What follows belongs to an exercise in optimizing a design on an open flow for a short achievable clock period and few clock cycles per item; a production flow would make more cautious choices. The RTL was checked by simulation tests, not by an equivalence proof against the original design.

==> flow/design.v, too long to show whole: its modules and the start of the top module <==
// module mg_a21oi: 3 lines
// module mg_inv: 3 lines
// module mg_nand2: 3 lines
// module mg_nor2: 3 lines
// module mg_o21ai: 3 lines
// module mg_or2: 3 lines
// module mg_xnor2: 3 lines
// module mg_xor2: 3 lines
// module array_multiplier: 3603 lines
module array_multiplier (
	input  logic        clk,
	input  logic        reset,
	input  logic        in_valid,
	input  logic [15:0] x,
	input  logic [15:0] y,
	output logic        product_valid,
	output logic [31:0] product
);
  // ...
==> flow/run.sh <==
#!/bin/bash
# synth_recipe.tcl (not shown) runs the flow's synth.tcl, then flattens the netlist and writes it again
# the make line also repeats each setting of config.mk as NAME=value (left out here)
make -C /OpenROAD-flow-scripts/flow DESIGN_CONFIG=/design/flow/config.mk WORK_HOME=/design/flow/orfs CLKGATE_MAP_FILE= SYNTH_SCRIPT=/design/flow/synth_recipe.tcl finish
==> flow/config.mk <==
export PLATFORM = sky130hd
export DESIGN_NAME = array_multiplier
export DESIGN_NICKNAME = array_multiplier
export VERILOG_FILES = /design/flow/design.v
export SDC_FILE = /design/flow/constraint.sdc
export NUM_CORES = 4
export LEC_CHECK = 0
export CAP_MARGIN = 20
export CORE_MARGIN = 2
export CORE_UTILIZATION = 40
export SETUP_SLACK_MARGIN = 3.5
export SLEW_MARGIN = 20
export SYNTH_HIERARCHICAL = 1
==> flow/constraint.sdc <==
create_clock -name core_clock -period 6.0 [get_ports {clk}]
set_input_delay 1.2000 -clock core_clock [delete_from_list [all_inputs] [get_ports {clk}]]
set_output_delay 1.2000 -clock core_clock [all_outputs]
set_load 0.01 [all_outputs]
==> impl_results.md, run 1 <==
- Vias in the first global route: between 10,000 and 15,000
- Multi-input logic area: approximately 9600 um2
- Layout clock area frac: approximately 5%
- Detailed-router iteration count before antenna repair: 7
- Fmax: between 300 and 400 MHz
- Worst rel slew slack: around 66%
- Largest cells by area after synthesis: dfxtp_1, xor2_1, nand2_1
- Number of synthesized flops with an enable pin: 0
- Max FFs per register: 2
- Worst Path Arrival: approximately 1.3 ns
- Syn-to-layout area delta: 23.2%
- Top class by area: multi-input gates
- Clock-pin slew on the worst setup and hold paths: 0.06 ns
- Most frequent cells in the layout: nand2_1, xor2_1, dfxtp_1
- Placed cells: about 2,300
- RR Startpoint: r1_n934
- CP Launch Point: r2_n1517
- Commonest non-fill, non-tap cell in the layout: nand2_1
- Largest area contributor in the netlist: dfxtp_1
- I/O pins: 68
- Critical path class: register to primary output
- Final setup margin: ~3.5 ns
- Largest family of logic cells by synthesized area: XOR/XNOR gates
- Largest reg by FF count: valid_pipe
- First-pass GRT wire length: 52.4 mm
- Largest net degree at the start of global routing: 17
- Max stage delay cell, worst path: dfxtp_2
- XOR/XNOR share of the synthesized area: 31.3%
- Fin. Hold Viols: 0
- Status: complete, no violations
- Wire length on met2: roughly 16 mm
- CP startpoint kind: register
- Fin. max-slew vios: 0
- Die area: around 34,000 um2
- CTS tree: done
- Worst setup path endpoint: product[26]
- Grt total ovfl: 0
Testbench counts, summed over its fixed seeds: cycles 6,392, products 3,200.
==> run 2: changes to the inputs <==
--- a/flow/design.v
+++ b/flow/design.v
@@ -494,6 +494,7 @@
 	logic w_n448;
 	logic w_n449;
 	logic w_n450;
+	logic r1_n450;
 	logic w_n451;
 	logic w_n452;
 	logic w_n453;
@@ -514,6 +515,7 @@
 	logic w_n468;
 	logic w_n469;
 	logic w_n470;
+	logic r1_n470;
 	logic w_n471;
 	logic w_n472;
 	logic w_n473;
@@ -534,6 +536,7 @@
 	logic w_n488;
 	logic w_n489;
 	logic w_n490;
+	logic r1_n490;
 	logic w_n491;
 	logic w_n492;
 	logic w_n493;
@@ -687,6 +690,7 @@
 	logic w_n639;
 	logic w_n640;
 	logic w_n641;
+	logic r1_n641;
 	logic w_n642;
 	logic w_n643;
 	logic w_n644;
@@ -719,6 +723,7 @@
 	logic w_n667;
 	logic w_n668;
 	logic w_n669;
+	logic r1_n669;
 	logic w_n670;
 	logic w_n671;
 	logic w_n672;
@@ -726,17 +731,19 @@
 	logic w_n674;
 	logic w_n675;
 	logic w_n676;
+	logic r1_n676;
 	logic w_n677;
 	logic w_n678;
 	logic w_n679;
 	logic r1_n679;
 	logic w_n680;
+	logic r1_n680;
 	logic w_n681;
-	logic r1_n681;
 	logic w_n682;
+	logic r1_n682;
 	logic w_n683;
+	logic r1_n683;
 	logic w_n684;
-	logic r1_n684;
 	logic w_n685;
 	logic w_n686;
 	logic w_n687;
@@ -750,12 +757,13 @@
 	logic w_n694;
 	logic r1_n694;
 	logic w_n695;
+	logic r1_n695;
 	logic w_n696;
-	logic r1_n696;
 	logic w_n697;
+	logic r1_n697;
 	logic w_n698;
+	logic r1_n698;
 	logic w_n699;
-	logic r1_n699;
 	logic w_n700;
 	logic w_n701;
 	logic w_n702;
@@ -769,12 +777,13 @@
 	logic w_n709;
 	logic r1_n709;
 	logic w_n710;
+	logic r1_n710;
 	logic w_n711;
-	logic r1_n711;
 	logic w_n712;
+	logic r1_n712;
 	logic w_n713;
+	logic r1_n713;
 	logic w_n714;
-	logic r1_n714;
 	logic w_n715;
 	logic w_n716;
 	logic w_n717;
@@ -782,11 +791,13 @@
 	logic w_n719;
 	logic w_n720;
 	logic w_n721;
+	logic r1_n721;
 	logic w_n722;
 	logic w_n723;
 	logic w_n724;
 	logic w_n725;
 	logic w_n726;
+	logic r1_n726;
 	logic w_n727;
 	logic w_n728;
 	logic w_n729;
@@ -798,6 +809,7 @@
 	logic w_n734;
 	logic w_n735;
 	logic w_n736;
+	logic r1_n736;
 	logic w_n737;
 	logic w_n738;
 	logic w_n739;
@@ -915,6 +927,7 @@
 	logic w_n848;
 	logic w_n849;
 	logic w_n850;
+	logic r1_n850;
 	logic w_n851;
 	logic w_n852;
 	logic w_n853;
@@ -953,9 +966,10 @@
 	logic r1_n879;
 	logic w_n880;
 	logic w_n881;
+	logic r1_n881;
 	logic w_n882;
+	logic r1_n882;
 	logic w_n883;
-	logic r1_n883;
 	logic w_n884;
 	logic w_n885;
 	logic r1_n885;
@@ -967,16 +981,18 @@
 	logic r1_n889;
 	logic w_n890;
 	logic w_n891;
+	logic r1_n891;
 	logic w_n892;
+	logic r1_n892;
 	logic w_n893;
-	logic r1_n893;
 	logic w_n894;
+	logic r1_n894;
 	logic w_n895;
-	logic r1_n895;
 	logic w_n896;
+	logic r1_n896;
 	logic w_n897;
+	logic r1_n897;
 	logic w_n898;
-	logic r1_n898;
 	logic w_n899;
 	logic r1_n899;
 	logic w_n900;
@@ -989,9 +1005,10 @@
 	logic r1_n904;
 	logic w_n905;
 	logic w_n906;
+	logic r1_n906;
 	logic w_n907;
+	logic r1_n907;
 	logic w_n908;
-	logic r1_n908;
 	logic w_n909;
 	logic r1_n909;
 	logic w_n910;
@@ -1004,11 +1021,11 @@
 	logic r1_n914;
 	logic w_n915;
 	logic w_n916;
+	logic r1_n916;
 	logic w_n917;
+	logic r1_n917;
 	logic w_n918;
-	logic r1_n918;
 	logic w_n919;
-	logic r1_n919;
 	logic w_n920;
 	logic w_n921;
 	logic r1_n921;
@@ -1018,9 +1035,10 @@
 	logic r1_n924;
 	logic w_n925;
 	logic w_n926;
+	logic r1_n926;
 	logic w_n927;
+	logic r1_n927;
 	logic w_n928;
-	logic r1_n928;
 	logic w_n929;
 	logic w_n930;
 	logic w_n931;
@@ -1030,9 +1048,10 @@
 	logic r1_n934;
 	logic w_n935;
 	logic w_n936;
+	logic r1_n936;
 	logic w_n937;
+	logic r1_n937;
 	logic w_n938;
-	logic r1_n938;
 	logic w_n939;
 	logic w_n940;
 	logic w_n941;
@@ -1042,23 +1061,24 @@
 	logic r1_n944;
 	logic w_n945;
 	logic w_n946;
+	logic r1_n946;
 	logic w_n947;
+	logic r1_n947;
 	logic w_n948;
-	logic r1_n948;
 	logic w_n949;
-	logic r1_n949;
 	logic w_n950;
 	logic w_n951;
 	logic r1_n951;
 	logic w_n952;
 	logic w_n953;
 	logic w_n954;
+	logic r1_n954;
 	logic w_n955;
-	logic r1_n955;
 	logic w_n956;
+	logic r1_n956;
 	logic w_n957;
+	logic r1_n957;
 	logic w_n958;
-	logic r1_n958;
 	logic w_n959;
 	logic r1_n959;
 	logic w_n960;
@@ -1073,15 +1093,18 @@
 	logic w_n966;
 	logic w_n967;
 	logic w_n968;
+	logic r1_n968;
 	logic w_n969;
 	logic r1_n969;
 	logic w_n970;
 	logic w_n971;
+	logic r1_n971;
 	logic w_n972;
+	logic r1_n972;
 	logic w_n973;
-	logic r1_n973;
 	logic w_n974;
 	logic w_n975;
+	logic r1_n975;
 	logic w_n976;
 	logic w_n977;
 	logic w_n978;
@@ -1089,9 +1112,10 @@
 	logic r1_n979;
 	logic w_n980;
 	logic w_n981;
+	logic r1_n981;
 	logic w_n982;
+	logic r1_n982;
 	logic w_n983;
-	logic r1_n983;
 	logic w_n984;
 	logic w_n985;
 	logic w_n986;
@@ -1123,6 +1147,7 @@
 	logic w_n1008;
 	logic w_n1009;
 	logic w_n1010;
+	logic r1_n1010;
 	logic w_n1011;
 	logic w_n1012;
 	logic w_n1013;
@@ -1160,6 +1185,7 @@
 	logic w_n1045;
 	logic w_n1046;
 	logic w_n1047;
+	logic r1_n1047;
 	logic w_n1048;
 	logic w_n1049;
 	logic w_n1050;
@@ -1169,27 +1195,31 @@
 	logic w_n1053;
 	logic w_n1054;
 	logic w_n1055;
+	logic r1_n1055;
 	logic w_n1056;
 	logic r1_n1056;
 	logic w_n1057;
 	logic w_n1058;
+	logic r1_n1058;
 	logic w_n1059;
+	logic r1_n1059;
 	logic w_n1060;
-	logic r1_n1060;
 	logic w_n1061;
 	logic r1_n1061;
 	logic w_n1062;
 	logic w_n1063;
+	logic r1_n1063;
 	logic w_n1064;
+	logic r1_n1064;
 	logic w_n1065;
-	logic r1_n1065;
 	logic w_n1066;
 	logic r1_n1066;
 	logic w_n1067;
 	logic w_n1068;
+	logic r1_n1068;
 	logic w_n1069;
+	logic r1_n1069;
 	logic w_n1070;
-	logic r1_n1070;
 	logic w_n1071;
 	logic r1_n1071;
 	logic w_n1072;
@@ -1245,7 +1275,6 @@
 	logic w_n1119;
 	logic w_n1120;
 	logic w_n1121;
-	logic r1_n1121;
 	logic w_n1122;
 	logic w_n1123;
 	logic r1_n1123;
@@ -1255,23 +1284,26 @@
 	logic r1_n1126;
 	logic w_n1127;
 	logic w_n1128;
+	logic r1_n1128;
 	logic w_n1129;
+	logic r1_n1129;
 	logic w_n1130;
-	logic r1_n1130;
 	logic w_n1131;
 	logic r1_n1131;
 	logic w_n1132;
 	logic w_n1133;
+	logic r1_n1133;
 	logic w_n1134;
+	logic r1_n1134;
 	logic w_n1135;
-	logic r1_n1135;
 	logic w_n1136;
+	logic r1_n1136;
 	logic w_n1137;
-	logic r1_n1137;
 	logic w_n1138;
+	logic r1_n1138;
 	logic w_n1139;
+	logic r1_n1139;
 	logic w_n1140;
-	logic r1_n1140;
 	logic w_n1141;
 	logic w_n1142;
 	logic w_n1143;
@@ -1314,12 +1346,13 @@
 	logic w_n1177;
 	logic r1_n1177;
 	logic w_n1178;
+	logic r1_n1178;
 	logic w_n1179;
-	logic r1_n1179;
 	logic w_n1180;
+	logic r1_n1180;
 	logic w_n1181;
+	logic r1_n1181;
 	logic w_n1182;
-	logic r1_n1182;
 	logic w_n1183;
 	logic r1_n1183;
 	logic w_n1184;
@@ -1329,7 +1362,6 @@
 	logic r1_n1186;
 	logic w_n1187;
 	logic w_n1188;
-	logic r1_n1188;
 	logic w_n1189;
 	logic w_n1190;
 	logic r1_n1190;
@@ -1426,22 +1458,26 @@
 	logic r1_n1278;
 	logic w_n1279;
 	logic w_n1280;
+	logic r1_n1280;
 	logic w_n1281;
+	logic r1_n1281;
 	logic w_n1282;
-	logic r1_n1282;
 	logic w_n1283;
 	logic w_n1284;
 	logic r1_n1284;
 	logic w_n1285;
 	logic w_n1286;
 	logic w_n1287;
+	logic r1_n1287;
 	logic w_n1288;
 	logic w_n1289;
+	logic r1_n1289;
 	logic w_n1290;
 	logic w_n1291;
 	logic w_n1292;
 	logic w_n1293;
 	logic r1_n1293;
+	logic r2_n1293;
 	logic w_n1294;
 	logic r1_n1294;
 	logic r2_n1294;
@@ -1450,6 +1486,7 @@
 	logic w_n1297;
 	logic w_n1298;
 	logic w_n1299;
+	logic r1_n1299;
 	logic w_n1300;
 	logic w_n1301;
 	logic r1_n1301;
@@ -1478,6 +1515,7 @@
 	logic w_n1322;
 	logic w_n1323;
 	logic w_n1324;
+	logic r2_n1324;
 	logic w_n1325;
 	logic w_n1326;
 	logic r2_n1326;
@@ -1517,9 +1555,9 @@
 	logic w_n1349;
 	logic r1_n1349;
 	logic w_n1350;
-	logic r1_n1350;
 	logic r2_n1350;
 	logic w_n1351;
+	logic r1_n1351;
 	logic w_n1352;
 	logic r1_n1352;
 	logic r2_n1352;
@@ -1535,7 +1573,6 @@
 	logic w_n1358;
 	logic r1_n1358;
 	logic w_n1359;
-	logic r1_n1359;
 	logic w_n1360;
 	logic r1_n1360;
 	logic w_n1361;
@@ -1587,7 +1624,6 @@
 	logic w_n1407;
 	logic w_n1408;
 	logic w_n1409;
-	logic r1_n1409;
 	logic w_n1410;
 	logic w_n1411;
 	logic r1_n1411;
@@ -1712,7 +1748,6 @@
 	logic w_n1520;
 	logic r2_n1520;
 	logic w_n1521;
-	logic r1_n1521;
 	logic w_n1522;
 	logic r2_n1522;
 	logic w_n1523;
@@ -1720,10 +1755,13 @@
 	logic w_n1524;
 	logic r2_n1524;
 	logic w_n1525;
+	logic r2_n1525;
 	logic w_n1526;
 	logic r2_n1526;
 	logic w_n1528;
+	logic r2_n1528;
 	logic w_n1529;
+	logic r2_n1529;
 	logic w_n1530;
 	logic r2_n1530;
 	logic w_n1531;
@@ -1777,7 +1815,6 @@
 	logic w_n1555;
 	logic r2_n1555;
 	logic w_n1556;
-	logic r2_n1556;
 	logic w_n1557;
 	logic w_n1558;
 	logic w_n1559;
@@ -1834,7 +1871,6 @@
 	logic w_n1588;
 	logic r2_n1588;
 	logic w_n1589;
-	logic r2_n1589;
 	logic w_n1590;
 	logic w_n1591;
 	logic w_n1592;
@@ -2499,10 +2535,10 @@
 	mg_nand2 g_n678 (w_n675, w_n315, w_n678);
 	mg_nand2 g_n679 (w_n677, w_n678, w_n679);
 	mg_xor2 g_n680 (w_n445, w_n433, w_n680);
-	mg_xor2 g_n681 (w_n680, w_n450, w_n681);
+	mg_xor2 g_n681 (r1_n680, r1_n450, w_n681);
 	mg_nand2 g_n682 (w_n445, w_n433, w_n682);
 	mg_nand2 g_n683 (w_n680, w_n450, w_n683);
-	mg_nand2 g_n684 (w_n682, w_n683, w_n684);
+	mg_nand2 g_n684 (r1_n682, r1_n683, w_n684);
 	mg_xor2 g_n685 (w_n438, w_n443, w_n685);
 	mg_xor2 g_n686 (w_n685, w_n455, w_n686);
 	mg_nand2 g_n687 (w_n438, w_n443, w_n687);
@@ -2514,10 +2550,10 @@
 	mg_nand2 g_n693 (w_n690, w_n327, w_n693);
 	mg_nand2 g_n694 (w_n692, w_n693, w_n694);
 	mg_xor2 g_n695 (w_n448, w_n453, w_n695);
-	mg_xor2 g_n696 (w_n695, w_n470, w_n696);
+	mg_xor2 g_n696 (r1_n695, r1_n470, w_n696);
 	mg_nand2 g_n697 (w_n448, w_n453, w_n697);
 	mg_nand2 g_n698 (w_n695, w_n470, w_n698);
-	mg_nand2 g_n699 (w_n697, w_n698, w_n699);
+	mg_nand2 g_n699 (r1_n697, r1_n698, w_n699);
 	mg_xor2 g_n700 (w_n458, w_n463, w_n700);
 	mg_xor2 g_n701 (w_n700, w_n468, w_n701);
 	mg_nand2 g_n702 (w_n458, w_n463, w_n702);
@@ -2529,10 +2565,10 @@
 	mg_nand2 g_n708 (w_n705, w_n485, w_n708);
 	mg_nand2 g_n709 (w_n707, w_n708, w_n709);
 	mg_xor2 g_n710 (w_n332, w_n473, w_n710);
-	mg_xor2 g_n711 (w_n710, w_n490, w_n711);
+	mg_xor2 g_n711 (r1_n710, r1_n490, w_n711);
 	mg_nand2 g_n712 (w_n332, w_n473, w_n712);
 	mg_nand2 g_n713 (w_n710, w_n490, w_n713);
-	mg_nand2 g_n714 (w_n712, w_n713, w_n714);
+	mg_nand2 g_n714 (r1_n712, r1_n713, w_n714);
 	mg_xor2 g_n715 (w_n335, w_n478, w_n715);
 	mg_xor2 g_n716 (w_n715, w_n483, w_n716);
 	mg_nand2 g_n717 (w_n335, w_n478, w_n717);
@@ -2701,7 +2737,7 @@
 	mg_xor2 g_n880 (r1_n879, r1_n621, w_n880);
 	mg_nand2 g_n881 (w_n616, w_n609, w_n881);
 	mg_nand2 g_n882 (w_n879, w_n621, w_n882);
-	mg_nand2 g_n883 (w_n881, w_n882, w_n883);
+	mg_nand2 g_n883 (r1_n881, r1_n882, w_n883);
 	mg_xor2 g_n884 (w_n614, w_n626, w_n884);
 	mg_xor2 g_n885 (w_n884, w_n619, w_n885);
 	mg_nand2 g_n886 (w_n614, w_n626, w_n886);
@@ -2711,12 +2747,12 @@
 	mg_xor2 g_n890 (r1_n889, r1_n636, w_n890);
 	mg_nand2 g_n891 (w_n631, w_n624, w_n891);
 	mg_nand2 g_n892 (w_n889, w_n636, w_n892);
-	mg_nand2 g_n893 (w_n891, w_n892, w_n893);
+	mg_nand2 g_n893 (r1_n891, r1_n892, w_n893);
 	mg_xor2 g_n894 (w_n629, w_n634, w_n894);
-	mg_xor2 g_n895 (w_n894, w_n641, w_n895);
+	mg_xor2 g_n895 (r1_n894, r1_n641, w_n895);
 	mg_nand2 g_n896 (w_n629, w_n634, w_n896);
 	mg_nand2 g_n897 (w_n894, w_n641, w_n897);
-	mg_nand2 g_n898 (w_n896, w_n897, w_n898);
+	mg_nand2 g_n898 (r1_n896, r1_n897, w_n898);
 	mg_xor2 g_n899 (w_n639, w_n646, w_n899);
 	mg_xor2 g_n900 (r1_n899, r1_n651, w_n900);
 	mg_nand2 g_n901 (w_n639, w_n646, w_n901);
@@ -2726,7 +2762,7 @@
 	mg_xor2 g_n905 (r1_n904, r1_n649, w_n905);
 	mg_nand2 g_n906 (w_n644, w_n656, w_n906);
 	mg_nand2 g_n907 (w_n904, w_n649, w_n907);
-	mg_nand2 g_n908 (w_n906, w_n907, w_n908);
+	mg_nand2 g_n908 (r1_n906, r1_n907, w_n908);
 	mg_xor2 g_n909 (w_n654, w_n661, w_n909);
 	mg_xor2 g_n910 (r1_n909, r1_n666, w_n910);
 	mg_nand2 g_n911 (w_n654, w_n661, w_n911);
@@ -2736,47 +2772,47 @@
 	mg_xor2 g_n915 (r1_n914, r1_n664, w_n915);
 	mg_nand2 g_n916 (w_n659, w_n671, w_n916);
 	mg_nand2 g_n917 (w_n914, w_n664, w_n917);
-	mg_nand2 g_n918 (w_n916, w_n917, w_n918);
-	mg_xor2 g_n919 (w_n676, w_n669, w_n919);
-	mg_xor2 g_n920 (r1_n919, r1_n681, w_n920);
+	mg_nand2 g_n918 (r1_n916, r1_n917, w_n918);
+	mg_xor2 g_n919 (r1_n676, r1_n669, w_n919);
+	mg_xor2 g_n920 (w_n919, w_n681, w_n920);
 	mg_nand2 g_n921 (w_n676, w_n669, w_n921);
-	mg_nand2 g_n922 (r1_n919, r1_n681, w_n922);
+	mg_nand2 g_n922 (w_n919, w_n681, w_n922);
 	mg_nand2 g_n923 (r1_n921, w_n922, w_n923);
 	mg_xor2 g_n924 (w_n674, w_n686, w_n924);
 	mg_xor2 g_n925 (r1_n924, r1_n679, w_n925);
 	mg_nand2 g_n926 (w_n674, w_n686, w_n926);
 	mg_nand2 g_n927 (w_n924, w_n679, w_n927);
-	mg_nand2 g_n928 (w_n926, w_n927, w_n928);
-	mg_xor2 g_n929 (r1_n691, r1_n684, w_n929);
-	mg_xor2 g_n930 (w_n929, r1_n696, w_n930);
-	mg_nand2 g_n931 (r1_n691, r1_n684, w_n931);
-	mg_nand2 g_n932 (w_n929, r1_n696, w_n932);
+	mg_nand2 g_n928 (r1_n926, r1_n927, w_n928);
+	mg_xor2 g_n929 (r1_n691, w_n684, w_n929);
+	mg_xor2 g_n930 (w_n929, w_n696, w_n930);
+	mg_nand2 g_n931 (r1_n691, w_n684, w_n931);
+	mg_nand2 g_n932 (w_n929, w_n696, w_n932);
 	mg_nand2 g_n933 (w_n931, w_n932, w_n933);
 	mg_xor2 g_n934 (w_n689, w_n701, w_n934);
 	mg_xor2 g_n935 (r1_n934, r1_n694, w_n935);
 	mg_nand2 g_n936 (w_n689, w_n701, w_n936);
 	mg_nand2 g_n937 (w_n934, w_n694, w_n937);
-	mg_nand2 g_n938 (w_n936, w_n937, w_n938);
-	mg_xor2 g_n939 (r1_n706, r1_n699, w_n939);
-	mg_xor2 g_n940 (w_n939, r1_n711, w_n940);
-	mg_nand2 g_n941 (r1_n706, r1_n699, w_n941);
-	mg_nand2 g_n942 (w_n939, r1_n711, w_n942);
+	mg_nand2 g_n938 (r1_n936, r1_n937, w_n938);
+	mg_xor2 g_n939 (r1_n706, w_n699, w_n939);
+	mg_xor2 g_n940 (w_n939, w_n711, w_n940);
+	mg_nand2 g_n941 (r1_n706, w_n699, w_n941);
+	mg_nand2 g_n942 (w_n939, w_n711, w_n942);
 	mg_nand2 g_n943 (w_n941, w_n942, w_n943);
 	mg_xor2 g_n944 (w_n704, w_n716, w_n944);
 	mg_xor2 g_n945 (r1_n944, r1_n709, w_n945);
 	mg_nand2 g_n946 (w_n704, w_n716, w_n946);
 	mg_nand2 g_n947 (w_n944, w_n709, w_n947);
-	mg_nand2 g_n948 (w_n946, w_n947, w_n948);
-	mg_xor2 g_n949 (w_n721, w_n726, w_n949);
-	mg_xor2 g_n950 (r1_n949, r1_n714, w_n950);
+	mg_nand2 g_n948 (r1_n946, r1_n947, w_n948);
+	mg_xor2 g_n949 (r1_n721, r1_n726, w_n949);
+	mg_xor2 g_n950 (w_n949, w_n714, w_n950);
 	mg_nand2 g_n951 (w_n721, w_n726, w_n951);
-	mg_nand2 g_n952 (r1_n949, r1_n714, w_n952);
+	mg_nand2 g_n952 (w_n949, w_n714, w_n952);
 	mg_nand2 g_n953 (r1_n951, w_n952, w_n953);
 	mg_xor2 g_n954 (w_n731, w_n719, w_n954);
-	mg_xor2 g_n955 (w_n954, w_n736, w_n955);
+	mg_xor2 g_n955 (r1_n954, r1_n736, w_n955);
 	mg_nand2 g_n956 (w_n731, w_n719, w_n956);
 	mg_nand2 g_n957 (w_n954, w_n736, w_n957);
-	mg_nand2 g_n958 (w_n956, w_n957, w_n958);
+	mg_nand2 g_n958 (r1_n956, r1_n957, w_n958);
 	mg_xor2 g_n959 (w_n724, w_n741, w_n959);
 	mg_xor2 g_n960 (r1_n959, r1_n729, w_n960);
 	mg_nand2 g_n961 (w_n724, w_n741, w_n961);
@@ -2791,7 +2827,7 @@
 	mg_xor2 g_n970 (r1_n969, r1_n756, w_n970);
 	mg_nand2 g_n971 (w_n751, w_n744, w_n971);
 	mg_nand2 g_n972 (w_n969, w_n756, w_n972);
-	mg_nand2 g_n973 (w_n971, w_n972, w_n973);
+	mg_nand2 g_n973 (r1_n971, r1_n972, w_n973);
 	mg_xor2 g_n974 (w_n749, w_n761, w_n974);
 	mg_xor2 g_n975 (w_n974, w_n766, w_n975);
 	mg_nand2 g_n976 (w_n749, w_n761, w_n976);
@@ -2801,7 +2837,7 @@
 	mg_xor2 g_n980 (r1_n979, r1_n759, w_n980);
 	mg_nand2 g_n981 (w_n754, w_n771, w_n981);
 	mg_nand2 g_n982 (w_n979, w_n759, w_n982);
-	mg_nand2 g_n983 (w_n981, w_n982, w_n983);
+	mg_nand2 g_n983 (r1_n981, r1_n982, w_n983);
 	mg_xor2 g_n984 (w_n764, w_n769, w_n984);
 	mg_xor2 g_n985 (w_n984, w_n776, w_n985);
 	mg_nand2 g_n986 (w_n764, w_n769, w_n986);
@@ -2878,87 +2914,87 @@
 	mg_xor2 g_n1057 (r1_n1056, r1_n843, w_n1057);
 	mg_nand2 g_n1058 (w_n838, w_n845, w_n1058);
 	mg_nand2 g_n1059 (w_n1056, w_n843, w_n1059);
-	mg_nand2 g_n1060 (w_n1058, w_n1059, w_n1060);
+	mg_nand2 g_n1060 (r1_n1058, r1_n1059, w_n1060);
 	mg_xor2 g_n1061 (w_n848, w_n855, w_n1061);
 	mg_xor2 g_n1062 (r1_n1061, r1_n853, w_n1062);
 	mg_nand2 g_n1063 (w_n848, w_n855, w_n1063);
 	mg_nand2 g_n1064 (w_n1061, w_n853, w_n1064);
-	mg_nand2 g_n1065 (w_n1063, w_n1064, w_n1065);
+	mg_nand2 g_n1065 (r1_n1063, r1_n1064, w_n1065);
 	mg_xor2 g_n1066 (w_n858, w_n865, w_n1066);
 	mg_xor2 g_n1067 (r1_n1066, r1_n863, w_n1067);
 	mg_nand2 g_n1068 (w_n858, w_n865, w_n1068);
 	mg_nand2 g_n1069 (w_n1066, w_n863, w_n1069);
-	mg_nand2 g_n1070 (w_n1068, w_n1069, w_n1070);
+	mg_nand2 g_n1070 (r1_n1068, r1_n1069, w_n1070);
 	mg_xor2 g_n1071 (w_n868, w_n875, w_n1071);
 	mg_xor2 g_n1072 (r1_n1071, r1_n873, w_n1072);
 	mg_nand2 g_n1073 (w_n868, w_n875, w_n1073);
 	mg_nand2 g_n1074 (w_n1071, w_n873, w_n1074);
 	mg_nand2 g_n1075 (r1_n1073, r1_n1074, w_n1075);
 	mg_xor2 g_n1076 (r1_n878, r1_n885, w_n1076);
-	mg_xor2 g_n1077 (w_n1076, r1_n883, w_n1077);
+	mg_xor2 g_n1077 (w_n1076, w_n883, w_n1077);
 	mg_nand2 g_n1078 (w_n878, w_n885, w_n1078);
-	mg_nand2 g_n1079 (w_n1076, r1_n883, w_n1079);
+	mg_nand2 g_n1079 (w_n1076, w_n883, w_n1079);
 	mg_nand2 g_n1080 (r1_n1078, w_n1079, w_n1080);
-	mg_xor2 g_n1081 (r1_n888, r1_n895, w_n1081);
-	mg_xor2 g_n1082 (w_n1081, r1_n893, w_n1082);
-	mg_nand2 g_n1083 (r1_n888, r1_n895, w_n1083);
-	mg_nand2 g_n1084 (w_n1081, r1_n893, w_n1084);
+	mg_xor2 g_n1081 (r1_n888, w_n893, w_n1081);
+	mg_xor2 g_n1082 (w_n1081, w_n895, w_n1082);
+	mg_nand2 g_n1083 (r1_n888, w_n893, w_n1083);
+	mg_nand2 g_n1084 (w_n1081, w_n895, w_n1084);
 	mg_nand2 g_n1085 (w_n1083, w_n1084, w_n1085);
-	mg_xor2 g_n1086 (r1_n898, w_n903, w_n1086);
+	mg_xor2 g_n1086 (w_n898, w_n903, w_n1086);
 	mg_xor2 g_n1087 (w_n1086, w_n905, w_n1087);
-	mg_nand2 g_n1088 (r1_n898, w_n903, w_n1088);
+	mg_nand2 g_n1088 (w_n898, w_n903, w_n1088);
 	mg_nand2 g_n1089 (w_n1086, w_n905, w_n1089);
 	mg_nand2 g_n1090 (w_n1088, w_n1089, w_n1090);
-	mg_xor2 g_n1091 (r1_n908, w_n913, w_n1091);
+	mg_xor2 g_n1091 (w_n908, w_n913, w_n1091);
 	mg_xor2 g_n1092 (w_n1091, w_n915, w_n1092);
-	mg_nand2 g_n1093 (r1_n908, w_n913, w_n1093);
+	mg_nand2 g_n1093 (w_n908, w_n913, w_n1093);
 	mg_nand2 g_n1094 (w_n1091, w_n915, w_n1094);
 	mg_nand2 g_n1095 (w_n1093, w_n1094, w_n1095);
-	mg_xor2 g_n1096 (r1_n918, w_n923, w_n1096);
-	mg_xor2 g_n1097 (w_n1096, w_n925, w_n1097);
-	mg_nand2 g_n1098 (r1_n918, w_n923, w_n1098);
-	mg_nand2 g_n1099 (w_n1096, w_n925, w_n1099);
+	mg_xor2 g_n1096 (w_n918, w_n925, w_n1096);
+	mg_xor2 g_n1097 (w_n1096, w_n923, w_n1097);
+	mg_nand2 g_n1098 (w_n918, w_n925, w_n1098);
+	mg_nand2 g_n1099 (w_n1096, w_n923, w_n1099);
 	mg_nand2 g_n1100 (w_n1098, w_n1099, w_n1100);
-	mg_xor2 g_n1101 (r1_n928, w_n935, w_n1101);
+	mg_xor2 g_n1101 (w_n928, w_n935, w_n1101);
 	mg_xor2 g_n1102 (w_n1101, w_n933, w_n1102);
-	mg_nand2 g_n1103 (r1_n928, w_n935, w_n1103);
+	mg_nand2 g_n1103 (w_n928, w_n935, w_n1103);
 	mg_nand2 g_n1104 (w_n1101, w_n933, w_n1104);
 	mg_nand2 g_n1105 (w_n1103, w_n1104, w_n1105);
-	mg_xor2 g_n1106 (r1_n938, w_n945, w_n1106);
+	mg_xor2 g_n1106 (w_n938, w_n945, w_n1106);
 	mg_xor2 g_n1107 (w_n1106, w_n950, w_n1107);
-	mg_nand2 g_n1108 (r1_n938, w_n945, w_n1108);
+	mg_nand2 g_n1108 (w_n938, w_n945, w_n1108);
 	mg_nand2 g_n1109 (w_n1106, w_n950, w_n1109);
 	mg_nand2 g_n1110 (w_n1108, w_n1109, w_n1110);
-	mg_xor2 g_n1111 (r1_n955, r1_n948, w_n1111);
-	mg_xor2 g_n1112 (w_n1111, w_n953, w_n1112);
-	mg_nand2 g_n1113 (r1_n955, r1_n948, w_n1113);
-	mg_nand2 g_n1114 (w_n1111, w_n953, w_n1114);
+	mg_xor2 g_n1111 (w_n948, w_n955, w_n1111);
+	mg_xor2 g_n1112 (w_n1111, w_n960, w_n1112);
+	mg_nand2 g_n1113 (w_n948, w_n955, w_n1113);
+	mg_nand2 g_n1114 (w_n1111, w_n960, w_n1114);
 	mg_nand2 g_n1115 (w_n1113, w_n1114, w_n1115);
-	mg_xor2 g_n1116 (r1_n965, r1_n958, w_n1116);
+	mg_xor2 g_n1116 (r1_n965, w_n958, w_n1116);
 	mg_xor2 g_n1117 (w_n1116, w_n963, w_n1117);
-	mg_nand2 g_n1118 (r1_n965, r1_n958, w_n1118);
+	mg_nand2 g_n1118 (r1_n965, w_n958, w_n1118);
 	mg_nand2 g_n1119 (w_n1116, w_n963, w_n1119);
 	mg_nand2 g_n1120 (w_n1118, w_n1119, w_n1120);
-	mg_xor2 g_n1121 (w_n975, w_n968, w_n1121);
-	mg_xor2 g_n1122 (r1_n1121, r1_n973, w_n1122);
+	mg_xor2 g_n1121 (r1_n975, r1_n968, w_n1121);
+	mg_xor2 g_n1122 (w_n1121, w_n973, w_n1122);
 	mg_nand2 g_n1123 (w_n975, w_n968, w_n1123);
-	mg_nand2 g_n1124 (r1_n1121, r1_n973, w_n1124);
+	mg_nand2 g_n1124 (w_n1121, w_n973, w_n1124);
 	mg_nand2 g_n1125 (r1_n1123, w_n1124, w_n1125);
 	mg_xor2 g_n1126 (w_n985, w_n978, w_n1126);
 	mg_xor2 g_n1127 (r1_n1126, r1_n990, w_n1127);
 	mg_nand2 g_n1128 (w_n985, w_n978, w_n1128);
 	mg_nand2 g_n1129 (w_n1126, w_n990, w_n1129);
-	mg_nand2 g_n1130 (w_n1128, w_n1129, w_n1130);
+	mg_nand2 g_n1130 (r1_n1128, r1_n1129, w_n1130);
 	mg_xor2 g_n1131 (w_n988, w_n995, w_n1131);
 	mg_xor2 g_n1132 (r1_n1131, r1_n1000, w_n1132);
 	mg_nand2 g_n1133 (w_n988, w_n995, w_n1133);
 	mg_nand2 g_n1134 (w_n1131, w_n1000, w_n1134);
-	mg_nand2 g_n1135 (w_n1133, w_n1134, w_n1135);
+	mg_nand2 g_n1135 (r1_n1133, r1_n1134, w_n1135);
 	mg_xor2 g_n1136 (w_n1005, w_n998, w_n1136);
-	mg_xor2 g_n1137 (w_n1136, w_n1010, w_n1137);
+	mg_xor2 g_n1137 (r1_n1136, r1_n1010, w_n1137);
 	mg_nand2 g_n1138 (w_n1005, w_n998, w_n1138);
 	mg_nand2 g_n1139 (w_n1136, w_n1010, w_n1139);
-	mg_nand2 g_n1140 (w_n1138, w_n1139, w_n1140);
+	mg_nand2 g_n1140 (r1_n1138, r1_n1139, w_n1140);
 	mg_xor2 g_n1141 (w_n1008, w_n1015, w_n1141);
 	mg_xor2 g_n1142 (w_n1141, w_n1020, w_n1142);
 	mg_nand2 g_n1143 (w_n1008, w_n1015, w_n1143);
@@ -2997,33 +3033,33 @@
 	mg_nand2 g_n1176 (w_n1173, w_n1042, w_n1176);
 	mg_nand2 g_n1177 (w_n1175, w_n1176, w_n1177);
 	mg_xor2 g_n1178 (w_n830, w_n1045, w_n1178);
-	mg_xor2 g_n1179 (w_n1178, w_n1047, w_n1179);
+	mg_xor2 g_n1179 (r1_n1178, r1_n1047, w_n1179);
 	mg_nand2 g_n1180 (w_n830, w_n1045, w_n1180);
 	mg_nand2 g_n1181 (w_n1178, w_n1047, w_n1181);
-	mg_nand2 g_n1182 (w_n1180, w_n1181, w_n1182);
+	mg_nand2 g_n1182 (r1_n1180, r1_n1181, w_n1182);
 	mg_xor2 g_n1183 (w_n1050, w_n840, w_n1183);
 	mg_xor2 g_n1184 (r1_n1183, r1_n1052, w_n1184);
 	mg_nand2 g_n1185 (w_n1050, w_n840, w_n1185);
 	mg_nand2 g_n1186 (w_n1183, w_n1052, w_n1186);
 	mg_nand2 g_n1187 (r1_n1185, r1_n1186, w_n1187);
-	mg_xor2 g_n1188 (w_n850, w_n1055, w_n1188);
-	mg_xor2 g_n1189 (r1_n1188, w_n1057, w_n1189);
+	mg_xor2 g_n1188 (r1_n850, r1_n1055, w_n1188);
+	mg_xor2 g_n1189 (w_n1188, w_n1057, w_n1189);
 	mg_nand2 g_n1190 (w_n850, w_n1055, w_n1190);
-	mg_nand2 g_n1191 (r1_n1188, w_n1057, w_n1191);
+	mg_nand2 g_n1191 (w_n1188, w_n1057, w_n1191);
 	mg_nand2 g_n1192 (r1_n1190, w_n1191, w_n1192);
-	mg_xor2 g_n1193 (r1_n860, r1_n1060, w_n1193);
+	mg_xor2 g_n1193 (r1_n860, w_n1060, w_n1193);
 	mg_xor2 g_n1194 (w_n1193, w_n1062, w_n1194);
-	mg_nand2 g_n1195 (r1_n860, r1_n1060, w_n1195);
+	mg_nand2 g_n1195 (r1_n860, w_n1060, w_n1195);
 	mg_nand2 g_n1196 (w_n1193, w_n1062, w_n1196);
 	mg_nand2 g_n1197 (w_n1195, w_n1196, w_n1197);
-	mg_xor2 g_n1198 (r1_n870, r1_n1065, w_n1198);
+	mg_xor2 g_n1198 (r1_n870, w_n1065, w_n1198);
 	mg_xor2 g_n1199 (w_n1198, w_n1067, w_n1199);
-	mg_nand2 g_n1200 (r1_n870, r1_n1065, w_n1200);
+	mg_nand2 g_n1200 (r1_n870, w_n1065, w_n1200);
 	mg_nand2 g_n1201 (w_n1198, w_n1067, w_n1201);
 	mg_nand2 g_n1202 (w_n1200, w_n1201, w_n1202);
-	mg_xor2 g_n1203 (r1_n1070, w_n1072, w_n1203);
+	mg_xor2 g_n1203 (w_n1070, w_n1072, w_n1203);
 	mg_xor2 g_n1204 (w_n1203, w_n880, w_n1204);
-	mg_nand2 g_n1205 (r1_n1070, w_n1072, w_n1205);
+	mg_nand2 g_n1205 (w_n1070, w_n1072, w_n1205);
 	mg_nand2 g_n1206 (w_n1203, w_n880, w_n1206);
 	mg_nand2 g_n1207 (w_n1205, w_n1206, w_n1207);
 	mg_xor2 g_n1208 (w_n1075, w_n890, w_n1208);
@@ -3046,9 +3082,9 @@
 	mg_nand2 g_n1225 (w_n920, w_n1090, w_n1225);
 	mg_nand2 g_n1226 (w_n1223, w_n1092, w_n1226);
 	mg_nand2 g_n1227 (w_n1225, w_n1226, w_n1227);
-	mg_xor2 g_n1228 (w_n930, w_n1095, w_n1228);
+	mg_xor2 g_n1228 (w_n1095, w_n930, w_n1228);
 	mg_xor2 g_n1229 (w_n1228, w_n1097, w_n1229);
-	mg_nand2 g_n1230 (w_n930, w_n1095, w_n1230);
+	mg_nand2 g_n1230 (w_n1095, w_n930, w_n1230);
 	mg_nand2 g_n1231 (w_n1228, w_n1097, w_n1231);
 	mg_nand2 g_n1232 (w_n1230, w_n1231, w_n1232);
 	mg_xor2 g_n1233 (w_n940, w_n1100, w_n1233);
@@ -3056,51 +3092,51 @@
 	mg_nand2 g_n1235 (w_n940, w_n1100, w_n1235);
 	mg_nand2 g_n1236 (w_n1233, w_n1102, w_n1236);
 	mg_nand2 g_n1237 (w_n1235, w_n1236, w_n1237);
-	mg_xor2 g_n1238 (w_n943, w_n1105, w_n1238);
-	mg_xor2 g_n1239 (w_n1238, w_n1107, w_n1239);
-	mg_nand2 g_n1240 (w_n943, w_n1105, w_n1240);
-	mg_nand2 g_n1241 (w_n1238, w_n1107, w_n1241);
+	mg_xor2 g_n1238 (w_n943, w_n1107, w_n1238);
+	mg_xor2 g_n1239 (w_n1238, w_n1105, w_n1239);
+	mg_nand2 g_n1240 (w_n943, w_n1107, w_n1240);
+	mg_nand2 g_n1241 (w_n1238, w_n1105, w_n1241);
 	mg_nand2 g_n1242 (w_n1240, w_n1241, w_n1242);
-	mg_xor2 g_n1243 (w_n960, w_n1112, w_n1243);
-	mg_xor2 g_n1244 (w_n1243, w_n1110, w_n1244);
-	mg_nand2 g_n1245 (w_n960, w_n1112, w_n1245);
-	mg_nand2 g_n1246 (w_n1243, w_n1110, w_n1246);
+	mg_xor2 g_n1243 (w_n953, w_n1110, w_n1243);
+	mg_xor2 g_n1244 (w_n1243, w_n1112, w_n1244);
+	mg_nand2 g_n1245 (w_n953, w_n1110, w_n1245);
+	mg_nand2 g_n1246 (w_n1243, w_n1112, w_n1246);
 	mg_nand2 g_n1247 (w_n1245, w_n1246, w_n1247);
-	mg_xor2 g_n1248 (w_n970, w_n1115, w_n1248);
-	mg_xor2 g_n1249 (w_n1248, w_n1117, w_n1249);
-	mg_nand2 g_n1250 (w_n970, w_n1115, w_n1250);
-	mg_nand2 g_n1251 (w_n1248, w_n1117, w_n1251);
+	mg_xor2 g_n1248 (w_n970, w_n1117, w_n1248);
+	mg_xor2 g_n1249 (w_n1248, w_n1115, w_n1249);
+	mg_nand2 g_n1250 (w_n970, w_n1117, w_n1250);
+	mg_nand2 g_n1251 (w_n1248, w_n1115, w_n1251);
 	mg_nand2 g_n1252 (w_n1250, w_n1251, w_n1252);
-	mg_xor2 g_n1253 (w_n1122, w_n980, w_n1253);
+	mg_xor2 g_n1253 (w_n980, w_n1122, w_n1253);
 	mg_xor2 g_n1254 (w_n1253, w_n1120, w_n1254);
-	mg_nand2 g_n1255 (w_n1122, w_n980, w_n1255);
+	mg_nand2 g_n1255 (w_n980, w_n1122, w_n1255);
 	mg_nand2 g_n1256 (w_n1253, w_n1120, w_n1256);
 	mg_nand2 g_n1257 (w_n1255, w_n1256, w_n1257);
-	mg_xor2 g_n1258 (r1_n983, w_n1125, w_n1258);
-	mg_xor2 g_n1259 (w_n1258, w_n1127, w_n1259);
-	mg_nand2 g_n1260 (r1_n983, w_n1125, w_n1260);
-	mg_nand2 g_n1261 (w_n1258, w_n1127, w_n1261);
+	mg_xor2 g_n1258 (w_n983, w_n1127, w_n1258);
+	mg_xor2 g_n1259 (w_n1258, w_n1125, w_n1259);
+	mg_nand2 g_n1260 (w_n983, w_n1127, w_n1260);
+	mg_nand2 g_n1261 (w_n1258, w_n1125, w_n1261);
 	mg_nand2 g_n1262 (w_n1260, w_n1261, w_n1262);
-	mg_xor2 g_n1263 (r1_n993, r1_n1130, w_n1263);
+	mg_xor2 g_n1263 (r1_n993, w_n1130, w_n1263);
 	mg_xor2 g_n1264 (w_n1263, w_n1132, w_n1264);
-	mg_nand2 g_n1265 (r1_n993, r1_n1130, w_n1265);
+	mg_nand2 g_n1265 (r1_n993, w_n1130, w_n1265);
 	mg_nand2 g_n1266 (w_n1263, w_n1132, w_n1266);
 	mg_nand2 g_n1267 (w_n1265, w_n1266, w_n1267);
-	mg_xor2 g_n1268 (r1_n1003, r1_n1137, w_n1268);
-	mg_xor2 g_n1269 (w_n1268, r1_n1135, w_n1269);
-	mg_nand2 g_n1270 (r1_n1003, r1_n1137, w_n1270);
-	mg_nand2 g_n1271 (w_n1268, r1_n1135, w_n1271);
+	mg_xor2 g_n1268 (r1_n1003, w_n1135, w_n1268);
+	mg_xor2 g_n1269 (w_n1268, w_n1137, w_n1269);
+	mg_nand2 g_n1270 (r1_n1003, w_n1135, w_n1270);
+	mg_nand2 g_n1271 (w_n1268, w_n1137, w_n1271);
 	mg_nand2 g_n1272 (w_n1270, w_n1271, w_n1272);
 	mg_xor2 g_n1273 (w_n1013, w_n1142, w_n1273);
-	mg_xor2 g_n1274 (r1_n1273, r1_n1140, w_n1274);
+	mg_xor2 g_n1274 (r1_n1273, w_n1140, w_n1274);
 	mg_nand2 g_n1275 (w_n1013, w_n1142, w_n1275);
-	mg_nand2 g_n1276 (r1_n1273, r1_n1140, w_n1276);
+	mg_nand2 g_n1276 (r1_n1273, w_n1140, w_n1276);
 	mg_nand2 g_n1277 (r1_n1275, w_n1276, w_n1277);
 	mg_xor2 g_n1278 (w_n1023, w_n1147, w_n1278);
 	mg_xor2 g_n1279 (r1_n1278, r1_n1145, w_n1279);
 	mg_nand2 g_n1280 (w_n1023, w_n1147, w_n1280);
 	mg_nand2 g_n1281 (w_n1278, w_n1145, w_n1281);
-	mg_nand2 g_n1282 (w_n1280, w_n1281, w_n1282);
+	mg_nand2 g_n1282 (r1_n1280, r1_n1281, w_n1282);
 	mg_xor2 g_n1283 (w_n1028, w_n1152, w_n1283);
 	mg_xor2 g_n1284 (w_n1283, w_n1150, w_n1284);
 	mg_nand2 g_n1285 (w_n1028, w_n1152, w_n1285);
@@ -3123,10 +3159,10 @@
 	mg_xor2 g_n1302 (w_n1169, w_n1167, w_n1302);
 	mg_nor2 g_n1303 (w_n1174, w_n1172, w_n1303);
 	mg_xor2 g_n1304 (r1_n1174, r1_n1172, w_n1304);
-	mg_nor2 g_n1305 (r1_n1179, r1_n1177, w_n1305);
-	mg_xor2 g_n1306 (r1_n1179, r1_n1177, w_n1306);
-	mg_nor2 g_n1307 (w_n1184, r1_n1182, w_n1307);
-	mg_xor2 g_n1308 (w_n1184, r1_n1182, w_n1308);
+	mg_nor2 g_n1305 (w_n1179, r1_n1177, w_n1305);
+	mg_xor2 g_n1306 (w_n1179, r1_n1177, w_n1306);
+	mg_nor2 g_n1307 (w_n1184, w_n1182, w_n1307);
+	mg_xor2 g_n1308 (w_n1184, w_n1182, w_n1308);
 	mg_nor2 g_n1309 (w_n1189, w_n1187, w_n1309);
 	mg_xor2 g_n1310 (w_n1189, w_n1187, w_n1310);
 	mg_nor2 g_n1311 (w_n1194, w_n1192, w_n1311);
@@ -3165,10 +3201,10 @@
 	mg_xor2 g_n1344 (w_n1274, w_n1272, w_n1344);
 	mg_nor2 g_n1345 (w_n1279, w_n1277, w_n1345);
 	mg_xor2 g_n1346 (w_n1279, w_n1277, w_n1346);
-	mg_nor2 g_n1347 (r1_n1284, r1_n1282, w_n1347);
-	mg_xor2 g_n1348 (r1_n1284, r1_n1282, w_n1348);
+	mg_nor2 g_n1347 (r1_n1284, w_n1282, w_n1347);
+	mg_xor2 g_n1348 (r1_n1284, w_n1282, w_n1348);
 	mg_nor2 g_n1349 (w_n1289, w_n1287, w_n1349);
-	mg_xor2 g_n1350 (w_n1289, w_n1287, w_n1350);
+	mg_xor2 g_n1350 (r1_n1289, r1_n1287, w_n1350);
 	mg_nor2 g_n1351 (w_n287, w_n1292, w_n1351);
 	mg_xor2 g_n1352 (w_n287, w_n1292, w_n1352);
 	mg_a21oi g_n1353 (w_n1296, w_n1293, w_n1295, w_n1353);
@@ -3177,7 +3213,7 @@
 	mg_nand2 g_n1356 (w_n1298, w_n1296, w_n1356);
 	mg_a21oi g_n1357 (w_n1300, w_n1297, w_n1299, w_n1357);
 	mg_nand2 g_n1358 (w_n1300, w_n1298, w_n1358);
-	mg_a21oi g_n1359 (w_n1302, w_n1299, w_n1301, w_n1359);
+	mg_a21oi g_n1359 (r1_n1302, r1_n1299, r1_n1301, w_n1359);
 	mg_nand2 g_n1360 (w_n1302, w_n1300, w_n1360);
 	mg_a21oi g_n1361 (w_n1304, r1_n1301, r1_n1303, w_n1361);
 	mg_nand2 g_n1362 (w_n1304, r1_n1302, w_n1362);
@@ -3225,19 +3261,19 @@
 	mg_nand2 g_n1404 (w_n1346, w_n1344, w_n1404);
 	mg_a21oi g_n1405 (w_n1348, w_n1345, w_n1347, w_n1405);
 	mg_nand2 g_n1406 (w_n1348, w_n1346, w_n1406);
-	mg_a21oi g_n1407 (r1_n1350, w_n1347, r1_n1349, w_n1407);
-	mg_nand2 g_n1408 (r1_n1350, w_n1348, w_n1408);
-	mg_a21oi g_n1409 (w_n1352, w_n1349, w_n1351, w_n1409);
-	mg_nand2 g_n1410 (r1_n1352, r1_n1350, w_n1410);
+	mg_a21oi g_n1407 (w_n1350, w_n1347, r1_n1349, w_n1407);
+	mg_nand2 g_n1408 (w_n1350, w_n1348, w_n1408);
+	mg_a21oi g_n1409 (r1_n1352, r1_n1349, r1_n1351, w_n1409);
+	mg_nand2 g_n1410 (r1_n1352, w_n1350, w_n1410);
 	mg_inv g_n1411 (w_n1293, w_n1411);
 	mg_o21ai g_n1412 (w_n1356, w_n1411, w_n1355, w_n1412);
 	mg_o21ai g_n1413 (w_n1358, w_n1353, w_n1357, w_n1413);
 	mg_nor2 g_n1414 (w_n1358, w_n1354, w_n1414);
-	mg_o21ai g_n1415 (r1_n1360, r1_n1355, r1_n1359, w_n1415);
+	mg_o21ai g_n1415 (r1_n1360, r1_n1355, w_n1359, w_n1415);
 	mg_nor2 g_n1416 (r1_n1360, r1_n1356, w_n1416);
 	mg_o21ai g_n1417 (w_n1362, r1_n1357, w_n1361, w_n1417);
 	mg_nor2 g_n1418 (w_n1362, r1_n1358, w_n1418);
-	mg_o21ai g_n1419 (w_n1364, r1_n1359, w_n1363, w_n1419);
+	mg_o21ai g_n1419 (w_n1364, w_n1359, w_n1363, w_n1419);
 	mg_nor2 g_n1420 (w_n1364, r1_n1360, w_n1420);
 	mg_o21ai g_n1421 (w_n1366, w_n1361, w_n1365, w_n1421);
 	mg_nor2 g_n1422 (w_n1366, w_n1362, w_n1422);
@@ -3283,7 +3319,7 @@
 	mg_nor2 g_n1462 (w_n1406, w_n1402, w_n1462);
 	mg_o21ai g_n1463 (w_n1408, w_n1403, w_n1407, w_n1463);
 	mg_nor2 g_n1464 (w_n1408, w_n1404, w_n1464);
-	mg_o21ai g_n1465 (w_n1410, w_n1405, r1_n1409, w_n1465);
+	mg_o21ai g_n1465 (w_n1410, w_n1405, w_n1409, w_n1465);
 	mg_nor2 g_n1466 (w_n1410, w_n1406, w_n1466);
 	mg_a21oi g_n1467 (w_n1416, r1_n1293, w_n1415, w_n1467);
 	mg_inv g_n1468 (w_n1353, w_n1468);
@@ -3339,8 +3375,8 @@
 	mg_o21ai g_n1518 (w_n1476, r1_n1353, w_n1475, w_n1518);
 	mg_inv g_n1519 (w_n1412, w_n1519);
 	mg_o21ai g_n1520 (w_n1478, r1_n1519, w_n1477, w_n1520);
-	mg_inv g_n1521 (w_n1413, w_n1521);
-	mg_o21ai g_n1522 (w_n1480, r1_n1521, w_n1479, w_n1522);
+	mg_inv g_n1521 (r1_n1413, w_n1521);
+	mg_o21ai g_n1522 (w_n1480, w_n1521, w_n1479, w_n1522);
 	mg_o21ai g_n1523 (w_n1482, w_n1467, w_n1481, w_n1523);
 	mg_o21ai g_n1524 (w_n1484, w_n1469, w_n1483, w_n1524);
 	mg_o21ai g_n1525 (w_n1486, w_n1470, w_n1485, w_n1525);
@@ -3373,7 +3409,7 @@
 	mg_nor2 g_n1553 (w_n1514, w_n1498, w_n1553);
 	mg_o21ai g_n1554 (w_n1516, w_n1499, w_n1515, w_n1554);
 	mg_nor2 g_n1555 (w_n1516, w_n1500, w_n1555);
-	mg_a21oi g_n1556 (w_n1529, r1_n1293, w_n1528, w_n1556);
+	mg_a21oi g_n1556 (r2_n1529, r2_n1293, r2_n1528, w_n1556);
 	mg_a21oi g_n1557 (r2_n1531, r2_n1468, r2_n1530, w_n1557);
 	mg_a21oi g_n1558 (r2_n1533, r2_n1412, r2_n1532, w_n1558);
 	mg_a21oi g_n1559 (r2_n1535, r2_n1413, r2_n1534, w_n1559);
@@ -3406,9 +3442,9 @@
 	mg_xor2 g_n1586 (w_n1318, w_n1522, w_n1586);
 	mg_xor2 g_n1587 (w_n1320, w_n1523, w_n1587);
 	mg_xor2 g_n1588 (w_n1322, w_n1524, w_n1588);
-	mg_xor2 g_n1589 (w_n1324, w_n1525, w_n1589);
+	mg_xor2 g_n1589 (r2_n1324, r2_n1525, w_n1589);
 	mg_xor2 g_n1590 (r2_n1326, r2_n1526, w_n1590);
-	mg_xnor2 g_n1591 (r2_n1328, r2_n1556, w_n1591);
+	mg_xnor2 g_n1591 (r2_n1328, w_n1556, w_n1591);
 	mg_xnor2 g_n1592 (r2_n1330, w_n1557, w_n1592);
 	mg_xnor2 g_n1593 (r2_n1332, w_n1558, w_n1593);
 	mg_xnor2 g_n1594 (r2_n1334, w_n1559, w_n1594);
@@ -3423,27 +3459,40 @@
 	mg_xnor2 g_n1603 (r2_n1352, w_n1572, w_n1603);
 	mg_inv g_n1604 (w_n1573, w_n1604);
 	always_ff @(posedge clk) begin
+		r1_n450 <= w_n450;
+		r1_n470 <= w_n470;
+		r1_n490 <= w_n490;
 		r1_n621 <= w_n621;
 		r1_n636 <= w_n636;
+		r1_n641 <= w_n641;
 		r1_n649 <= w_n649;
 		r1_n651 <= w_n651;
 		r1_n664 <= w_n664;
 		r1_n666 <= w_n666;
+		r1_n669 <= w_n669;
+		r1_n676 <= w_n676;
 		r1_n679 <= w_n679;
-		r1_n681 <= w_n681;
-		r1_n684 <= w_n684;
+		r1_n680 <= w_n680;
+		r1_n682 <= w_n682;
+		r1_n683 <= w_n683;
 		r1_n691 <= w_n691;
 		r1_n694 <= w_n694;
-		r1_n696 <= w_n696;
-		r1_n699 <= w_n699;
+		r1_n695 <= w_n695;
+		r1_n697 <= w_n697;
+		r1_n698 <= w_n698;
 		r1_n706 <= w_n706;
 		r1_n709 <= w_n709;
-		r1_n711 <= w_n711;
-		r1_n714 <= w_n714;
+		r1_n710 <= w_n710;
+		r1_n712 <= w_n712;
+		r1_n713 <= w_n713;
+		r1_n721 <= w_n721;
+		r1_n726 <= w_n726;
 		r1_n729 <= w_n729;
+		r1_n736 <= w_n736;
 		r1_n756 <= w_n756;
 		r1_n759 <= w_n759;
 		r1_n843 <= w_n843;
+		r1_n850 <= w_n850;
 		r1_n853 <= w_n853;
 		r1_n860 <= w_n860;
 		r1_n863 <= w_n863;
@@ -3451,88 +3500,113 @@
 		r1_n873 <= w_n873;
 		r1_n878 <= w_n878;
 		r1_n879 <= w_n879;
-		r1_n883 <= w_n883;
+		r1_n881 <= w_n881;
+		r1_n882 <= w_n882;
 		r1_n885 <= w_n885;
 		r1_n888 <= w_n888;
 		r1_n889 <= w_n889;
-		r1_n893 <= w_n893;
-		r1_n895 <= w_n895;
-		r1_n898 <= w_n898;
+		r1_n891 <= w_n891;
+		r1_n892 <= w_n892;
+		r1_n894 <= w_n894;
+		r1_n896 <= w_n896;
+		r1_n897 <= w_n897;
 		r1_n899 <= w_n899;
 		r1_n901 <= w_n901;
 		r1_n902 <= w_n902;
 		r1_n904 <= w_n904;
-		r1_n908 <= w_n908;
+		r1_n906 <= w_n906;
+		r1_n907 <= w_n907;
 		r1_n909 <= w_n909;
 		r1_n911 <= w_n911;
 		r1_n912 <= w_n912;
 		r1_n914 <= w_n914;
-		r1_n918 <= w_n918;
-		r1_n919 <= w_n919;
+		r1_n916 <= w_n916;
+		r1_n917 <= w_n917;
 		r1_n921 <= w_n921;
 		r1_n924 <= w_n924;
-		r1_n928 <= w_n928;
+		r1_n926 <= w_n926;
+		r1_n927 <= w_n927;
 		r1_n934 <= w_n934;
-		r1_n938 <= w_n938;
+		r1_n936 <= w_n936;
+		r1_n937 <= w_n937;
 		r1_n944 <= w_n944;
-		r1_n948 <= w_n948;
-		r1_n949 <= w_n949;
+		r1_n946 <= w_n946;
+		r1_n947 <= w_n947;
 		r1_n951 <= w_n951;
-		r1_n955 <= w_n955;
-		r1_n958 <= w_n958;
+		r1_n954 <= w_n954;
+		r1_n956 <= w_n956;
+		r1_n957 <= w_n957;
 		r1_n959 <= w_n959;
 		r1_n961 <= w_n961;
 		r1_n962 <= w_n962;
 		r1_n965 <= w_n965;
+		r1_n968 <= w_n968;
 		r1_n969 <= w_n969;
-		r1_n973 <= w_n973;
+		r1_n971 <= w_n971;
+		r1_n972 <= w_n972;
+		r1_n975 <= w_n975;
 		r1_n979 <= w_n979;
-		r1_n983 <= w_n983;
+		r1_n981 <= w_n981;
+		r1_n982 <= w_n982;
 		r1_n990 <= w_n990;
 		r1_n993 <= w_n993;
 		r1_n1000 <= w_n1000;
 		r1_n1003 <= w_n1003;
+		r1_n1010 <= w_n1010;
+		r1_n1047 <= w_n1047;
 		r1_n1052 <= w_n1052;
+		r1_n1055 <= w_n1055;
 		r1_n1056 <= w_n1056;
-		r1_n1060 <= w_n1060;
+		r1_n1058 <= w_n1058;
+		r1_n1059 <= w_n1059;
 		r1_n1061 <= w_n1061;
-		r1_n1065 <= w_n1065;
+		r1_n1063 <= w_n1063;
+		r1_n1064 <= w_n1064;
 		r1_n1066 <= w_n1066;
-		r1_n1070 <= w_n1070;
+		r1_n1068 <= w_n1068;
+		r1_n1069 <= w_n1069;
 		r1_n1071 <= w_n1071;
 		r1_n1073 <= w_n1073;
 		r1_n1074 <= w_n1074;
 		r1_n1078 <= w_n1078;
-		r1_n1121 <= w_n1121;
 		r1_n1123 <= w_n1123;
 		r1_n1126 <= w_n1126;
-		r1_n1130 <= w_n1130;
+		r1_n1128 <= w_n1128;
+		r1_n1129 <= w_n1129;
 		r1_n1131 <= w_n1131;
-		r1_n1135 <= w_n1135;
-		r1_n1137 <= w_n1137;
-		r1_n1140 <= w_n1140;
+		r1_n1133 <= w_n1133;
+		r1_n1134 <= w_n1134;
+		r1_n1136 <= w_n1136;
+		r1_n1138 <= w_n1138;
+		r1_n1139 <= w_n1139;
 		r1_n1145 <= w_n1145;
 		r1_n1172 <= w_n1172;
 		r1_n1174 <= w_n1174;
 		r1_n1177 <= w_n1177;
-		r1_n1179 <= w_n1179;
-		r1_n1182 <= w_n1182;
+		r1_n1178 <= w_n1178;
+		r1_n1180 <= w_n1180;
+		r1_n1181 <= w_n1181;
 		r1_n1183 <= w_n1183;
 		r1_n1185 <= w_n1185;
 		r1_n1186 <= w_n1186;
-		r1_n1188 <= w_n1188;
 		r1_n1190 <= w_n1190;
 		r1_n1273 <= w_n1273;
 		r1_n1275 <= w_n1275;
 		r1_n1278 <= w_n1278;
-		r1_n1282 <= w_n1282;
+		r1_n1280 <= w_n1280;
+		r1_n1281 <= w_n1281;
 		r1_n1284 <= w_n1284;
+		r1_n1287 <= w_n1287;
+		r1_n1289 <= w_n1289;
 		r1_n1293 <= w_n1293;
+		r2_n1293 <= r1_n1293;
 		r1_n1294 <= w_n1294;
 		r2_n1294 <= r1_n1294;
+		r1_n1299 <= w_n1299;
 		r1_n1301 <= w_n1301;
 		r1_n1302 <= w_n1302;
 		r1_n1303 <= w_n1303;
+		r2_n1324 <= w_n1324;
 		r2_n1326 <= w_n1326;
 		r2_n1328 <= w_n1328;
 		r2_n1330 <= w_n1330;
@@ -3546,8 +3620,8 @@
 		r2_n1346 <= w_n1346;
 		r2_n1348 <= w_n1348;
 		r1_n1349 <= w_n1349;
-		r1_n1350 <= w_n1350;
-		r2_n1350 <= r1_n1350;
+		r2_n1350 <= w_n1350;
+		r1_n1351 <= w_n1351;
 		r1_n1352 <= w_n1352;
 		r2_n1352 <= r1_n1352;
 		r1_n1353 <= w_n1353;
@@ -3555,9 +3629,7 @@
 		r1_n1356 <= w_n1356;
 		r1_n1357 <= w_n1357;
 		r1_n1358 <= w_n1358;
-		r1_n1359 <= w_n1359;
 		r1_n1360 <= w_n1360;
-		r1_n1409 <= w_n1409;
 		r1_n1411 <= w_n1411;
 		r1_n1412 <= w_n1412;
 		r2_n1412 <= r1_n1412;
@@ -3570,11 +3642,13 @@
 		r2_n1518 <= w_n1518;
 		r1_n1519 <= w_n1519;
 		r2_n1520 <= w_n1520;
-		r1_n1521 <= w_n1521;
 		r2_n1522 <= w_n1522;
 		r2_n1523 <= w_n1523;
 		r2_n1524 <= w_n1524;
+		r2_n1525 <= w_n1525;
 		r2_n1526 <= w_n1526;
+		r2_n1528 <= w_n1528;
+		r2_n1529 <= w_n1529;
 		r2_n1530 <= w_n1530;
 		r2_n1531 <= w_n1531;
 		r2_n1532 <= w_n1532;
@@ -3601,7 +3675,6 @@
 		r2_n1553 <= w_n1553;
 		r2_n1554 <= w_n1554;
 		r2_n1555 <= w_n1555;
-		r2_n1556 <= w_n1556;
 		r2_n1560 <= w_n1560;
 		r2_n1562 <= w_n1562;
 		r2_n1564 <= w_n1564;
@@ -3625,7 +3698,6 @@
 		r2_n1586 <= w_n1586;
 		r2_n1587 <= w_n1587;
 		r2_n1588 <= w_n1588;
-		r2_n1589 <= w_n1589;
 	end
 	assign product[0] = r2_n1574;
 	assign product[1] = r2_n1294;
@@ -3643,7 +3715,7 @@
 	assign product[13] = r2_n1586;
 	assign product[14] = r2_n1587;
 	assign product[15] = r2_n1588;
-	assign product[16] = r2_n1589;
+	assign product[16] = w_n1589;
 	assign product[17] = w_n1590;
 	assign product[18] = w_n1591;
 	assign product[19] = w_n1592;
--- a/flow/config.mk
+++ b/flow/config.mk
@@ -8,6 +8,6 @@
 export CAP_MARGIN = 20
 export CORE_MARGIN = 2
 export CORE_UTILIZATION = 40
-export SETUP_SLACK_MARGIN = 3.5
+export SETUP_SLACK_MARGIN = 3.7
 export SLEW_MARGIN = 20
 export SYNTH_HIERARCHICAL = 1
==> run 2 against run 1 <==
Still clean. Worst hold slack better by 0.0067 ns. Utilization rose by 13 points. Routed wire length rose by 23%. Cell area grew 33%. Die area increased by 5.4%. First-iteration DRC count increased by 16%. Synthesized area grew 5.5%. Final cell count is 8.3% higher. Critical path depth stayed put. Largest cell class unchanged.
==> impl_results.md, run 2 <==
- Max FFs per register: 2 (unchanged)
- Fin. Hold Viols: 0 (unchanged)
- Commonest non-fill, non-tap cell in the layout: nand2_1 (unchanged)
- Die area: 35,800 um2 (was 33,900 um2)
- Worst Path Arrival: 1.33 ns (was 1.32 ns)
- Number of synthesized flops with an enable pin: 0 (unchanged)
- Max stage delay cell, worst path: dfxtp_2 (unchanged)
- Post-Syn Area: 13,700 um2 (was 13,000 um2)
- CP Launch Point: r2_n1412 (was r2_n1517)
- Routed Antenna Nets: 0 (unchanged)
- CTS tree: done (unchanged)
- Fin. max-slew vios: 0 (unchanged)
- Initial drt markers: 577 (was 497)
- Critical path class: register to primary output (unchanged)
- Syn-to-layout area delta: 55.5% (was 23.2%)
- Fmax: 395 MHz (was 396 MHz)
- Grt total ovfl: 0 (unchanged)
- H-tree levels: 1 (unchanged)
- Status: complete, no violations (unchanged)
- Die height: 189 um (was 184 um)
- First-pass GRT wire length: 59.5 mm (was 52.4 mm)
- Worst rel slew slack: 63.1% (was 66.3%)
- I/O pins: 68 (unchanged)
- Largest area contributor in the netlist: dfxtp_1 (unchanged)
- Largest net degree at the start of global routing: 17 (unchanged)
- Most used DFF post-synth: dfxtp_1 (unchanged)
- Final min period: 2.53 ns (was 2.52 ns)
- Clock-pin slew on the worst setup and hold paths: 0.06 ns (about the same)
- Vias in the first global route: 11,200 (was 10,200)
- Worst setup path endpoint: product[20] (was product[26])
- Multi-input logic area: 12,200 um2 (was 9580 um2)
-- run 2: cell count changes after synthesis, sizes merged --
cell / change
dfxtp: +36
-- run 2: cell type report --
| class | instances | share of cell area (%) |
|---|---|---|
| multi-input cells | 1561 | 57.4 |
| flip-flops and latches | 240 | 22.7 |
| repair buffers | 246 | 12.6 |
| clock buffers | 35 | 3.40 |
| well taps | 448 | 2.63 |
| clock inverters | 15 | 1.14 |
| inverters | 10 | 0.176 |
-- run 2: routing by layer --
layer	GRT usage, %	vias to the layer above	routed length [um]
met5	0	-	0
met1	28.5	5672	18000
met3	2.95	82	2110
li1	-	6023	-
met4	5.23	0	1080
met2	35.5	301	20300
-- run 2: logic make-up after synthesis --
logic type | count (synthesis) | synth area share [%]
AND/OR/NAND/NOR | 978 | 27.1
flip-flops | 240 | 35.0
AO/OA/AOI/OAI | 119 | 6.23
buffers and inverters | 42 | 2.03
XOR/XNOR | 464 | 29.6
-- run 2: what timing repair did --
| item | 4_1_cts | 5_1_grt |
|---|---|---|
| gates resized for setup | 477 | 348 |
| cloned | 5 | 1 |
| hold buffers | 0 | 0 |
| pin swaps | 121 | 196 |
| setup buffers | 70 | 84 |
| setup endpoints to repair | 236 | 139 |
-- run 2: how the worst min path moves through the flow --
stage	start	end	slack [ns]	cells after the start
final	r1_n1576	r2_n1576	0.33	0
after global routing	r1_n1575	r2_n1575	0.34	0
after CTS	r1_n1576	r2_n1576	0.33	0
after detailed placement	r1_n1294	r2_n1294	0.31	0
after global placement	r1_n1574	r2_n1574	0.31	0
after floorplan	r1_n1294	r2_n1294	0.31	0
-- run 2: per-module statistics from Yosys (local to each module, per instance) --
| module | cells | flip-flops and latches | cell area (um2) | copies in the design |
|---|---|---|---|---|
| array_multiplier | 274 | 240 | 5060 | 1 |
| mg_a21oi | 1 | 0 | 8.76 | 69 |
| mg_xnor2 | 1 | 0 | 8.76 | 33 |
| mg_xor2 | 1 | 0 | 8.76 | 431 |
| mg_or2 | 1 | 0 | 6.26 | 15 |
| mg_o21ai | 1 | 0 | 5.00 | 50 |
| mg_inv | 1 | 0 | 3.75 | 10 |
| mg_nand2 | 1 | 0 | 3.75 | 891 |
| mg_nor2 | 1 | 0 | 3.75 | 70 |
-- run 2: per-stage QoR --
| stage | setup WS [ns] |
|---|---|
| floorplan | 3.54 |
| global placement | 1.83 |
| detailed placement | 1.88 |
| CTS | 3.44 |
| global route | 3.29 |
| finish | 3.47 |
Testbench counts of run 2, summed over its fixed seeds: cycles 6,392, products 3,200.

[what the ideal ports hide]
How much do the figures lean on ideal ports? The routed layouts below were timed once more, with nothing changed but the port constraints. Step 1 (the two cells are an assumption about what drives the block):
set clk [get_ports {clk}]
set_driving_cell -lib_cell sky130_fd_sc_hd__clkbuf_16 $clk
set_driving_cell -lib_cell sky130_fd_sc_hd__buf_2 [delete_from_list [all_inputs] $clk]
Step 2 also shifts input and output timing later by t, the mid clock arrival at the registers, as if the neighbouring blocks saw the same clock. a / b / c = ideal / step 1 / step 2; a / b = the first two.
run	t (ns)	setup slack, ns	worst setup path at the end	worst register clock-pin slew, ns	worst slew at a driven data input, ns
run 1	0.560	3.477 / 3.435 / 3.008	input to register	0.06 / 0.06	0.04
run 2	0.581	3.465 / 3.417 / 2.998	input to register	0.07 / 0.07	0.16
After both steps setup and hold are still met in every run listed. For run 1, which loses most, drivers alone change the setup slack by -0.042 ns; drivers and shift together by -0.469 ns.
